Source: an optimization exercise on an open RTL-to-GDS flow (aim: small area, a short achievable clock period and few clock cycles per item). Production flows keep margins and buffers that such runs may drop.
In this exercise RTL edits were held to simulation tests only and were not proved equivalent to the original.
Power figures rest on the tool's default switching activity, not on a simulated workload.

`flow/run.sh`:
```
#!/bin/bash
# synth_recipe.tcl (not shown) runs the flow's synth.tcl, then flattens the netlist and writes it again
# the make line also repeats each setting of config.mk as NAME=value (left out here)
make -C /OpenROAD-flow-scripts/flow DESIGN_CONFIG=/design/flow/config.mk WORK_HOME=/design/flow/orfs CLKGATE_MAP_FILE= SYNTH_SCRIPT=/design/flow/synth_recipe.tcl finish
```
`flow/config.mk`:
```
export PLATFORM = sky130hd
export DESIGN_NAME = lc4_pipe_top
export DESIGN_NICKNAME = lc4_pipe_top
export VERILOG_FILES = /design/flow/design.v
export SDC_FILE = /design/flow/constraint.sdc
export NUM_CORES = 4
export LEC_CHECK = 0
export CAP_MARGIN = 20
export CORE_MARGIN = 2
export CORE_UTILIZATION = 40
export SLEW_MARGIN = 20
```
`flow/constraint.sdc`:
```
create_clock -name core_clock -period 9.0 [get_ports {gwe}]
set_input_delay 1.8000 -clock core_clock [delete_from_list [all_inputs] [get_ports {gwe}]]
set_output_delay 1.8000 -clock core_clock [all_outputs]
set_load 0.01 [all_outputs]
```
`flow/design.v`:
```
package lc4_pkg;
    typedef logic [16-1:0] lc4_word_t;  
    typedef logic [3-1:0]  lc4_reg_t;   
    typedef enum logic [3:0] {
        OP_ARITH   = 4'b0001,  
        OP_LOGIC   = 4'b0101,  
        OP_LDR     = 4'b0110,
        OP_STR     = 4'b0111,
        OP_CONST   = 4'b1001,  
        OP_SHIFT   = 4'b1010,  
        OP_HICONST = 4'b1101   
    } lc4_opcode_e;
    typedef enum logic [3:0] {
        ALU_ADD,
        ALU_MUL,
        ALU_SUB,
        ALU_AND,
        ALU_OR,
        ALU_XOR,
        ALU_NOT,
        ALU_SLL,
        ALU_SRA,
        ALU_SRL,
        ALU_CONST,
        ALU_HICONST,
        ALU_ADDR       
    } lc4_alu_op_e;
endpackage
`timescale 1ns/1ps
module lc4_fetch (
    input  logic      gwe,
    input  logic      i_rst,
    input  lc4_pkg::lc4_word_t i_insn,     
    output lc4_pkg::lc4_word_t o_pc,
    output lc4_pkg::lc4_word_t o_d_pc,     
    output lc4_pkg::lc4_word_t o_d_insn,
    output logic      o_d_valid
);
    always_ff @(posedge gwe) begin
        if (i_rst) begin
            o_pc      <= 16'h8200;
            o_d_valid <= 1'b0;            
        end else begin
            o_pc      <= o_pc + 16'd1;
            o_d_valid <= 1'b1;
        end
    end
    always_ff @(posedge gwe) begin
        o_d_pc   <= o_pc;
        o_d_insn <= i_insn;
    end
endmodule
`timescale 1ns/1ps
module lc4_decoder (
    input  lc4_pkg::lc4_word_t   i_insn,
    output lc4_pkg::lc4_reg_t    o_rs,           
    output lc4_pkg::lc4_reg_t    o_rt,           
    output lc4_pkg::lc4_reg_t    o_rd,
    output logic        o_regfile_we,
    output logic        o_is_load,
    output logic        o_is_store,
    output lc4_pkg::lc4_alu_op_e o_alu_op
);
    lc4_pkg::lc4_opcode_e opcode;
    assign opcode = lc4_pkg::lc4_opcode_e'(i_insn[15:12]);
    always_comb begin
        o_rd         = i_insn[11:9];
        o_rs         = i_insn[8:6];
        o_rt         = i_insn[2:0];
        o_regfile_we = 1'b0;
        o_is_load    = 1'b0;
        o_is_store   = 1'b0;
        o_alu_op     = lc4_pkg::ALU_ADD;        
        case (opcode)
            lc4_pkg::OP_ARITH: begin
                o_regfile_we = 1'b1;
                if (!i_insn[5]) begin  
                    case (i_insn[4:3])
                        2'b00:   o_alu_op = lc4_pkg::ALU_ADD;
                        2'b01:   o_alu_op = lc4_pkg::ALU_MUL;
                        2'b10:   o_alu_op = lc4_pkg::ALU_SUB;
                        default: o_regfile_we = 1'b0;  
                    endcase
                end
            end
            lc4_pkg::OP_LOGIC: begin
                o_regfile_we = 1'b1;
                o_alu_op     = lc4_pkg::ALU_AND;   
                if (!i_insn[5]) begin
                    case (i_insn[4:3])
                        2'b00:   o_alu_op = lc4_pkg::ALU_AND;
                        2'b01:   o_alu_op = lc4_pkg::ALU_NOT;
                        2'b10:   o_alu_op = lc4_pkg::ALU_OR;
                        default: o_alu_op = lc4_pkg::ALU_XOR;
                    endcase
                end
            end
            lc4_pkg::OP_LDR: begin
                o_regfile_we = 1'b1;
                o_is_load    = 1'b1;
                o_alu_op     = lc4_pkg::ALU_ADDR;
            end
            lc4_pkg::OP_STR: begin
                o_rt       = i_insn[11:9];  
                o_is_store = 1'b1;
                o_alu_op   = lc4_pkg::ALU_ADDR;
            end
            lc4_pkg::OP_CONST: begin
                o_regfile_we = 1'b1;
                o_alu_op     = lc4_pkg::ALU_CONST;
            end
            lc4_pkg::OP_SHIFT: begin
                o_regfile_we = 1'b1;
                case (i_insn[5:4])
                    2'b00:   o_alu_op = lc4_pkg::ALU_SLL;
                    2'b01:   o_alu_op = lc4_pkg::ALU_SRA;
                    2'b10:   o_alu_op = lc4_pkg::ALU_SRL;
                    default: o_regfile_we = 1'b0;  
                endcase
            end
            lc4_pkg::OP_HICONST: begin
                o_rs         = i_insn[11:9];  
                o_regfile_we = 1'b1;
                o_alu_op     = lc4_pkg::ALU_HICONST;
            end
            default: ;  
        endcase
    end
endmodule
`timescale 1ns/1ps
module lc4_regfile (
    input  logic      gwe,
    input  logic      i_rst,
    input  lc4_pkg::lc4_reg_t  i_rs,
    input  lc4_pkg::lc4_reg_t  i_rt,
    input  lc4_pkg::lc4_reg_t  i_rd,        
    input  logic      i_rd_we,
    input  lc4_pkg::lc4_word_t i_wdata,
    output lc4_pkg::lc4_word_t o_rs_data,
    output lc4_pkg::lc4_word_t o_rt_data
);
    lc4_pkg::lc4_word_t regs [8];
    always_ff @(posedge gwe) begin
        if (i_rst) begin
            for (int i = 0; i < 8; i++) begin
                regs[i] <= '0;
            end
        end else if (i_rd_we) begin
            regs[i_rd] <= i_wdata;
        end
    end
    assign o_rs_data = (i_rd_we && (i_rd == i_rs)) ? i_wdata : regs[i_rs];
    assign o_rt_data = (i_rd_we && (i_rd == i_rt)) ? i_wdata : regs[i_rt];
endmodule
`timescale 1ns/1ps
module lc4_alu (
    input  lc4_pkg::lc4_alu_op_e i_alu_op,
    input  lc4_pkg::lc4_word_t   i_insn,      
    input  lc4_pkg::lc4_word_t   i_rs_data,   
    input  lc4_pkg::lc4_word_t   i_rt_data,
    output lc4_pkg::lc4_word_t   o_result
);
    lc4_pkg::lc4_opcode_e opcode;
    logic        use_imm5;
    lc4_pkg::lc4_word_t   imm5_sext;
    lc4_pkg::lc4_word_t   imm6_sext;
    lc4_pkg::lc4_word_t   imm9_sext;
    lc4_pkg::lc4_word_t   operand_b;
    logic [3:0]  shamt;
    assign opcode    = lc4_pkg::lc4_opcode_e'(i_insn[15:12]);
    assign imm5_sext = {{11{i_insn[4]}}, i_insn[4:0]};
    assign imm6_sext = {{10{i_insn[5]}}, i_insn[5:0]};   
    assign imm9_sext = {{7{i_insn[8]}}, i_insn[8:0]};    
    assign shamt     = i_insn[3:0];
    assign use_imm5  = i_insn[5] && ((opcode == lc4_pkg::OP_ARITH) || (opcode == lc4_pkg::OP_LOGIC));
    assign operand_b = use_imm5 ? imm5_sext : i_rt_data;
    always_comb begin
        case (i_alu_op)
            lc4_pkg::ALU_ADD:     o_result = i_rs_data + operand_b;
            lc4_pkg::ALU_MUL:     o_result = i_rs_data * i_rt_data;  
            lc4_pkg::ALU_SUB:     o_result = i_rs_data - i_rt_data;
            lc4_pkg::ALU_AND:     o_result = i_rs_data & operand_b;
            lc4_pkg::ALU_OR:      o_result = i_rs_data | i_rt_data;
            lc4_pkg::ALU_XOR:     o_result = i_rs_data ^ i_rt_data;
            lc4_pkg::ALU_NOT:     o_result = ~i_rs_data;
            lc4_pkg::ALU_SLL:     o_result = i_rs_data << shamt;
            lc4_pkg::ALU_SRA:     o_result = $signed(i_rs_data) >>> shamt;  
            lc4_pkg::ALU_SRL:     o_result = i_rs_data >> shamt;
            lc4_pkg::ALU_CONST:   o_result = imm9_sext;
            lc4_pkg::ALU_HICONST: o_result = {i_insn[7:0], i_rs_data[7:0]};
            lc4_pkg::ALU_ADDR:    o_result = i_rs_data + imm6_sext;
            default:     o_result = '0;
        endcase
    end
endmodule
`timescale 1ns/1ps
module lc4_execute_stage (
    input  logic        gwe,
    input  logic        i_rst,
    input  logic        i_d_valid,
    input  lc4_pkg::lc4_word_t   i_d_pc,
    input  lc4_pkg::lc4_word_t   i_d_insn,
    input  lc4_pkg::lc4_reg_t    i_rs,
    input  lc4_pkg::lc4_reg_t    i_rt,
    input  lc4_pkg::lc4_reg_t    i_rd,
    input  lc4_pkg::lc4_word_t   i_rs_data,
    input  lc4_pkg::lc4_word_t   i_rt_data,
    input  logic        i_regfile_we,
    input  logic        i_is_load,
    input  logic        i_is_store,
    input  lc4_pkg::lc4_alu_op_e i_alu_op,
    input  lc4_pkg::lc4_reg_t    i_w_rd,        
    input  logic        i_w_we,
    input  lc4_pkg::lc4_word_t   i_w_data,
    output logic        o_m_valid,
    output lc4_pkg::lc4_word_t   o_m_pc,
    output lc4_pkg::lc4_word_t   o_m_insn,
    output lc4_pkg::lc4_reg_t    o_m_rd,
    output lc4_pkg::lc4_reg_t    o_m_rt,
    output logic        o_m_we,
    output logic        o_m_is_load,
    output logic        o_m_is_store,
    output lc4_pkg::lc4_word_t   o_m_result,
    output lc4_pkg::lc4_word_t   o_m_rt_data    
);
    logic        x_valid, x_we, x_is_load, x_is_store;
    lc4_pkg::lc4_word_t   x_pc, x_insn, x_rs_data, x_rt_data;
    lc4_pkg::lc4_reg_t    x_rs, x_rt, x_rd;
    lc4_pkg::lc4_alu_op_e x_alu_op;
    lc4_pkg::lc4_word_t   rs_fwd, rt_fwd, alu_result;
    logic        m_fwd_ok;
    always_ff @(posedge gwe) begin
        if (i_rst) begin
            x_valid    <= 1'b0;
            x_we       <= 1'b0;
            x_is_load  <= 1'b0;
            x_is_store <= 1'b0;
        end else begin
            x_valid    <= i_d_valid;
            x_we       <= i_d_valid & i_regfile_we;
            x_is_load  <= i_d_valid & i_is_load;
            x_is_store <= i_d_valid & i_is_store;
        end
    end
    always_ff @(posedge gwe) begin
        x_pc      <= i_d_pc;
        x_insn    <= i_d_insn;
        x_rs      <= i_rs;
        x_rt      <= i_rt;
        x_rd      <= i_rd;
        x_rs_data <= i_rs_data;
        x_rt_data <= i_rt_data;
        x_alu_op  <= i_alu_op;
    end
    assign m_fwd_ok = o_m_we && !o_m_is_load;
    function automatic logic [16-1:0] fwd_sel(input logic [3-1:0] sel,
                                                   input logic [16-1:0] stale);
        if (m_fwd_ok && (o_m_rd == sel))
            fwd_sel = o_m_result;
        else if (i_w_we && (i_w_rd == sel))
            fwd_sel = i_w_data;
        else
            fwd_sel = stale;
    endfunction
    assign rs_fwd = fwd_sel(x_rs, x_rs_data);
    assign rt_fwd = fwd_sel(x_rt, x_rt_data);
    lc4_alu u_alu (
        .i_alu_op(x_alu_op), .i_insn(x_insn),
        .i_rs_data(rs_fwd), .i_rt_data(rt_fwd), .o_result(alu_result)
    );
    always_ff @(posedge gwe) begin
        if (i_rst) begin
            o_m_valid    <= 1'b0;
            o_m_we       <= 1'b0;
            o_m_is_load  <= 1'b0;
            o_m_is_store <= 1'b0;
        end else begin
            o_m_valid    <= x_valid;
            o_m_we       <= x_we;
            o_m_is_load  <= x_is_load;
            o_m_is_store <= x_is_store;
        end
    end
    always_ff @(posedge gwe) begin
        o_m_pc      <= x_pc;
        o_m_insn    <= x_insn;
        o_m_rd      <= x_rd;
        o_m_rt      <= x_rt;      
        o_m_result  <= alu_result;
        o_m_rt_data <= rt_fwd;
    end
endmodule
`timescale 1ns/1ps
module lc4_mem_wb (
    input  logic      gwe,
    input  logic      i_rst,
    input  logic      i_m_valid,
    input  lc4_pkg::lc4_word_t i_m_pc,
    input  lc4_pkg::lc4_word_t i_m_insn,
    input  lc4_pkg::lc4_reg_t  i_m_rd,
    input  lc4_pkg::lc4_reg_t  i_m_rt,
    input  logic      i_m_we,
    input  logic      i_m_is_load,
    input  logic      i_m_is_store,
    input  lc4_pkg::lc4_word_t i_m_result,     
    input  lc4_pkg::lc4_word_t i_m_rt_data,
    input  lc4_pkg::lc4_word_t i_dmem_rdata,
    output lc4_pkg::lc4_word_t o_dmem_addr,
    output logic      o_dmem_we,
    output lc4_pkg::lc4_word_t o_dmem_wdata,
    output logic      o_wb_valid,
    output lc4_pkg::lc4_word_t o_wb_pc,
    output lc4_pkg::lc4_word_t o_wb_insn,
    output logic      o_wb_we,
    output lc4_pkg::lc4_reg_t  o_wb_rd,
    output lc4_pkg::lc4_word_t o_wb_data        
);
    logic      w_is_load;
    lc4_pkg::lc4_word_t w_result, w_rdata;
    assign o_dmem_addr  = (i_m_is_load || i_m_is_store) ? i_m_result : '0;
    assign o_dmem_we    = i_m_is_store;   
    assign o_dmem_wdata = (o_wb_we && (o_wb_rd == i_m_rt)) ? o_wb_data : i_m_rt_data;
    always_ff @(posedge gwe) begin
        if (i_rst) begin
            o_wb_valid <= 1'b0;
            o_wb_we    <= 1'b0;
            w_is_load  <= 1'b0;
        end else begin
            o_wb_valid <= i_m_valid;
            o_wb_we    <= i_m_we;
            w_is_load  <= i_m_is_load;
        end
    end
    always_ff @(posedge gwe) begin
        o_wb_pc   <= i_m_pc;
        o_wb_insn <= i_m_insn;
        o_wb_rd   <= i_m_rd;
        w_result  <= i_m_result;
        w_rdata   <= i_dmem_rdata;  
    end
    assign o_wb_data = w_is_load ? w_rdata : w_result;
endmodule
`timescale 1ns/1ps
module lc4_pipe_top (
    input  logic      gwe,           
    input  logic      i_rst,         
    output lc4_pkg::lc4_word_t o_pc,          
    input  lc4_pkg::lc4_word_t i_insn,        
    output lc4_pkg::lc4_word_t o_dmem_addr,
    output logic      o_dmem_we,
    output lc4_pkg::lc4_word_t o_dmem_wdata,
    input  lc4_pkg::lc4_word_t i_dmem_rdata,  
    output logic      o_wb_valid,    
    output lc4_pkg::lc4_word_t o_wb_pc,
    output lc4_pkg::lc4_word_t o_wb_insn,
    output logic      o_wb_we,
    output lc4_pkg::lc4_reg_t  o_wb_rd,
    output lc4_pkg::lc4_word_t o_wb_data
);
    lc4_pkg::lc4_word_t   d_pc, d_insn;
    logic        d_valid;
    lc4_pkg::lc4_reg_t    d_rs, d_rt, d_rd;
    logic        d_regfile_we, d_is_load, d_is_store;
    lc4_pkg::lc4_alu_op_e d_alu_op;
    lc4_pkg::lc4_word_t   d_rs_data, d_rt_data;
    logic        m_valid, m_we, m_is_load, m_is_store;
    lc4_pkg::lc4_word_t   m_pc, m_insn, m_result, m_rt_data;
    lc4_pkg::lc4_reg_t    m_rd, m_rt;
    lc4_fetch u_fetch (
        .gwe(gwe), .i_rst(i_rst), .i_insn(i_insn),
        .o_pc(o_pc), .o_d_pc(d_pc), .o_d_insn(d_insn), .o_d_valid(d_valid)
    );
    lc4_decoder u_decoder (
        .i_insn(d_insn), .o_rs(d_rs), .o_rt(d_rt), .o_rd(d_rd),
        .o_regfile_we(d_regfile_we), .o_is_load(d_is_load), .o_is_store(d_is_store),
        .o_alu_op(d_alu_op)
    );
    lc4_regfile u_regfile (
        .gwe(gwe), .i_rst(i_rst), .i_rs(d_rs), .i_rt(d_rt),
        .i_rd(o_wb_rd), .i_rd_we(o_wb_we), .i_wdata(o_wb_data),
        .o_rs_data(d_rs_data), .o_rt_data(d_rt_data)
    );
    lc4_execute_stage u_execute (
        .gwe(gwe), .i_rst(i_rst),
        .i_d_valid(d_valid), .i_d_pc(d_pc), .i_d_insn(d_insn),
        .i_rs(d_rs), .i_rt(d_rt), .i_rd(d_rd), .i_rs_data(d_rs_data), .i_rt_data(d_rt_data),
        .i_regfile_we(d_regfile_we), .i_is_load(d_is_load), .i_is_store(d_is_store),
        .i_alu_op(d_alu_op),
        .i_w_rd(o_wb_rd), .i_w_we(o_wb_we), .i_w_data(o_wb_data),  
        .o_m_valid(m_valid), .o_m_pc(m_pc), .o_m_insn(m_insn), .o_m_rd(m_rd), .o_m_rt(m_rt),
        .o_m_we(m_we), .o_m_is_load(m_is_load), .o_m_is_store(m_is_store),
        .o_m_result(m_result), .o_m_rt_data(m_rt_data)
    );
    lc4_mem_wb u_mem_wb (
        .gwe(gwe), .i_rst(i_rst),
        .i_m_valid(m_valid), .i_m_pc(m_pc), .i_m_insn(m_insn), .i_m_rd(m_rd), .i_m_rt(m_rt),
        .i_m_we(m_we), .i_m_is_load(m_is_load), .i_m_is_store(m_is_store),
        .i_m_result(m_result), .i_m_rt_data(m_rt_data), .i_dmem_rdata(i_dmem_rdata),
        .o_dmem_addr(o_dmem_addr), .o_dmem_we(o_dmem_we), .o_dmem_wdata(o_dmem_wdata),
        .o_wb_valid(o_wb_valid), .o_wb_pc(o_wb_pc), .o_wb_insn(o_wb_insn),
        .o_wb_we(o_wb_we), .o_wb_rd(o_wb_rd), .o_wb_data(o_wb_data)
    );
endmodule
```
==> run summary <==
-- sequential cells by signal, indices dropped and copies added, names as in the netlist, 3 cells and up --
register	count
u_execute.o_m_insn	16
u_execute.o_m_pc	16
u_execute.o_m_result	16
u_execute.o_m_rt	3
u_execute.o_m_rt_data	16
u_execute.x_alu_op	4
u_execute.x_insn	16
u_execute.x_pc	16
u_execute.x_rs	3
u_execute.x_rs_data	16
u_execute.x_rt	3
u_execute.x_rt_data	16
u_fetch.o_d_insn	16
u_fetch.o_d_pc	16
u_fetch.o_pc	16
u_mem_wb.o_wb_insn	16
u_mem_wb.o_wb_pc	16
u_mem_wb.w_rdata	16
u_mem_wb.w_result	16
u_regfile.regs	128
-- stage by stage --
stage	power (mW)	setup slack, ns	hold slack, ns	cell area, sq um	util
floorplan	4.10	2.33	0.310	22500	-
global placement	5.02	1.40	0.310	24600	0.446
detailed placement	5.05	1.25	0.312	24700	0.446
CTS	6.84	1.23	0.315	26100	0.471
global route	7.22	0.758	0.318	26100	0.471
finish	6.84	1.19	0.310	26100	0.471
-- synth_stat cells, types with 7 or more instances --
cell / count / area [sq um]
buf_2: 14 / 70.1
a22oi_1: 15 / 113
nand2b_1: 8 / 50.1
nor2b_1: 36 / 225
clkbuf_1: 123 / 462
o2111ai_1: 10 / 87.6
or3_1: 12 / 75.1
mux2i_1: 41 / 410
edfxtp_1: 128 / 3840
xnor2_1: 54 / 473
inv_1: 175 / 657
a311oi_1: 65 / 569
o32ai_1: 7 / 61.3
a211oi_1: 31 / 233
nand2_1: 427 / 1600
and3_1: 35 / 219
o21ai_1: 13 / 65.1
mux4_2: 25 / 563
and2_1: 14 / 87.6
ha_1: 98 / 1230
nor2_1: 291 / 1090
o211ai_1: 16 / 120
xor2_1: 22 / 193
buf_1: 10 / 37.5
a41oi_1: 19 / 166
nand3_1: 90 / 450
fa_1: 81 / 1620
nor3_1: 34 / 170
buf_4: 8 / 60.1
dfxtp_1: 265 / 5310
a21oi_1: 87 / 435
nand4_1: 7 / 43.8
o21ai_0: 78 / 390
clkinv_1: 7 / 26.3
a21o_1: 15 / 113
o221ai_1: 8 / 70.1
buf_6: 10 / 113
-- cells by family (layout without fill, tap and decap cells) --
| logic type | Yosys count | count (layout) | synth area share |
|---|---|---|---|
| adders and majority gates | 179 | 179 | 0.127 |
| DFF | 393 | 393 | 0.407 |
| muxes | 67 | 67 | 0.0438 |
| xor gates and xnor gates | 86 | 86 | 0.0379 |
| and+or+nand+nor | 981 | 981 | 0.189 |
| buffers and inverters | 354 | 468 | 0.0646 |
| AOI/OAI and AO/OA | 424 | 424 | 0.132 |
-- path summary, 6_finish.rpt --
kind / slack, ns / end
worst max-delay path: 1.19 / u_execute.o_m_result[15]
worst min-delay path: 0.31 / u_mem_wb.o_wb_insn[7]
worst max register to register: 1.19 / u_execute.o_m_result[15]
worst min register to register: 0.31 / u_mem_wb.o_wb_insn[7]
-- power groups by stage --
stage | Sequential, mW | Clock (mW) | Combinational (mW)
after global routing | 2.14 | 1.86 | 3.22
after CTS | 2.13 | 1.79 | 2.92
final | 2.13 | 1.77 | 2.94
after floorplan | 2.07 | 0 | 2.03
after global placement | 2.16 | 0 | 2.86
after detailed placement | 2.16 | 0 | 2.89
-- final cells by class --
cell class                      count  area (sq um)
Sequential cell                   393          9150
Tap cell                          748           936
Inverter                          189           712
Clock inverter                     19           170
Timing Repair Buffer              203          1870
Clock buffer                       57          1230
Fill cell                        5292         29200
Multi-Input combinational cell   1737         12000
-- worst max-delay path, delay by kind of cell (launching register included) --
family / cells / cell delay [ns]
AO/OA/AOI/OAI: 2 / 0.31
XOR/XNOR: 9 / 1.85
adder cells (fa/ha/maj): 6 / 2.99
buffers and inverters: 4 / 0.36
flip-flops: 1 / 0.73
AND/OR/NAND/NOR: 3 / 1.40
-- routing by layer --
layer	GRT usage	vias to the layer above	part of all wire
li1	-	8670	-
met1	0.362	9435	0.40
met2	0.465	991	0.47
met3	0.0596	202	0.087
met4	0.134	0	0.047
met5	0	-	0
==> results.toml <==
[run_status]
status = "no timing/DRC/antenna violations"

[global_routing]
grtUsageTotal = 0.285
grt_pass1_wl_mm = 123
antenna_found_initial = 2
grt_max_degree = 67
grt_pass1_vias = 19200
overflow = 0

[logic_synthesis]
ys.flop_type = "dfxtp_1"
async_reset_ff_frac = 0
postSynthCellCount = 2484
synth_warnings = 6
ys_seq_elements = 393
syn_avg_cell_area_sq_um = 9.06
ys_types = 83
netlist_area_sq_um = 22500
yosysSeqAreaShare = 0.407
synth_edf_count = 128
syn_nets = 2697

[clock_network]
clkTransAtPathRegs_ns = 0.08
numCtsBuffers = 42
cts_num_sinks = 393
ctsHtreeMaxLevel = 2
insertion_delay_ns = 0.58
cts.path.max_buffers = 3
ctsResizeCount = 0
post_cts_buffers = 0
cts_tree = "built"
ctsHoldBuffers = 0
clockRootBuffer = "clkbuf_16"

[power_and_ir_drop]
vdd_ir_drop_max_mv = 0.229
p_leak_nw = 10.5
pwr-share-comb = 0.430
switching_power_mw = 2.61
power.share.clock = 0.258
power_density_nw_per_um2 = 262
sw_frac_of_total = 0.381
p_seq_frac = 0.312
internal_power_mw = 4.23

[layout]
final_common_cell = "nand2_1"
fin_nets = 2779
drive_gt1_frac = 0.0808
antennaDiodeCount = 0
mostFrequentLayoutCells = "nand2_1, nor2_1, dfxtp_1"
synthToLayoutAreaGrowth_pct = 15.8
fin_cells = 3346

[sta]
period_minus_slack_ns = 7.81
finalSetupViolCount = 0
slew_headroom = 0.237
rsz0062_at_grt = "false"
tns_ns = 0
drv_slew = 0
min_period_over_period = 0.868
fmax_mhz = 128
hold_viol = 0
worst_pin_slew_ns = 1.14
clock_skew_ns = 0.0218

[routing]
first_pass_iters = 6
wl_per_cell_um = 24.6
drc = 0
vias_per_cell = 5.77
vias = 19300
finalWirelength_mm = 82.4
first_iter_violations = 2106
ant_nets = 0

[critical_path]
max_stage_delay_ns = 0.87
worst_setup_path_start_kind = "register"
cp_max_fo = 16
crit_chain = "xnor2_2, and4_1, a211oi_1, or2_2, inv_1, nor2_1, fa_1, inv_1, fa_1, inv_1, fa_1, fa_1, inv_1, fa_1, fa_1, xnor2_1, xnor2_1, xnor2_1, xnor2_1, xnor2_1, xnor3_1, xnor3_1, xnor2_1, o221ai_2"
r2r_start = "u_mem_wb.o_wb_insn[11]"
path_class = "reg -> reg"
slowest_stage = "and4_1"
arrival_ns = 8.23
reg2reg_depth = 24
worstSetupStartpoint = "u_mem_wb.o_wb_insn[11]"
worst_ep_required_time_ns = 9.42
end_kind = "register"

[floorplanning]
die_w_um = 241
ios = 136
die_y_um = 241
start_util = 0.407
coreArea_sq_um = 55300
dieArea_sq_um = 58200
num_rows = 86

[hold_path]
min_path_type = "reg -> reg"
holdPathStages = 0
hp-start = "u_execute.o_m_insn[7]"

[job]
cap_viol_max_count = 0

[placement]
place_inst = 3269
gp_congestion = 1.04
port_buffers = 135
dp_hpwl_mm = 56.9
Testbench counts, summed over its fixed seeds: cycles 16,032, instructions 16,000.

==> re-timing with driven ports <==
How much do the figures lean on ideal ports? The routed layout below was timed once more, with nothing changed but the port constraints.
Step 1 assumes that a clkbuf_16 drives the clock port and a buf_2 every other input.
Step 2 adds t to the input delays and takes it off the output delays; t is the mean of the earliest and latest rising clock arrival at the registers after step 1. Input paths then give back, and output paths get back, about the clock's delay inside the block.
Slacks: ideal / step 1 / step 2; pairs: ideal / step 1.
t (ns): 0.625
slack for setup (ns): 1.190 / 1.190 / 1.190
worst hold slack (ns): 0.310 / 0.310 / 0.310
After both steps this run still meets setup and hold. For this run, drivers alone change the setup slack by 0.000 ns; drivers and shift together by 0.000 ns.
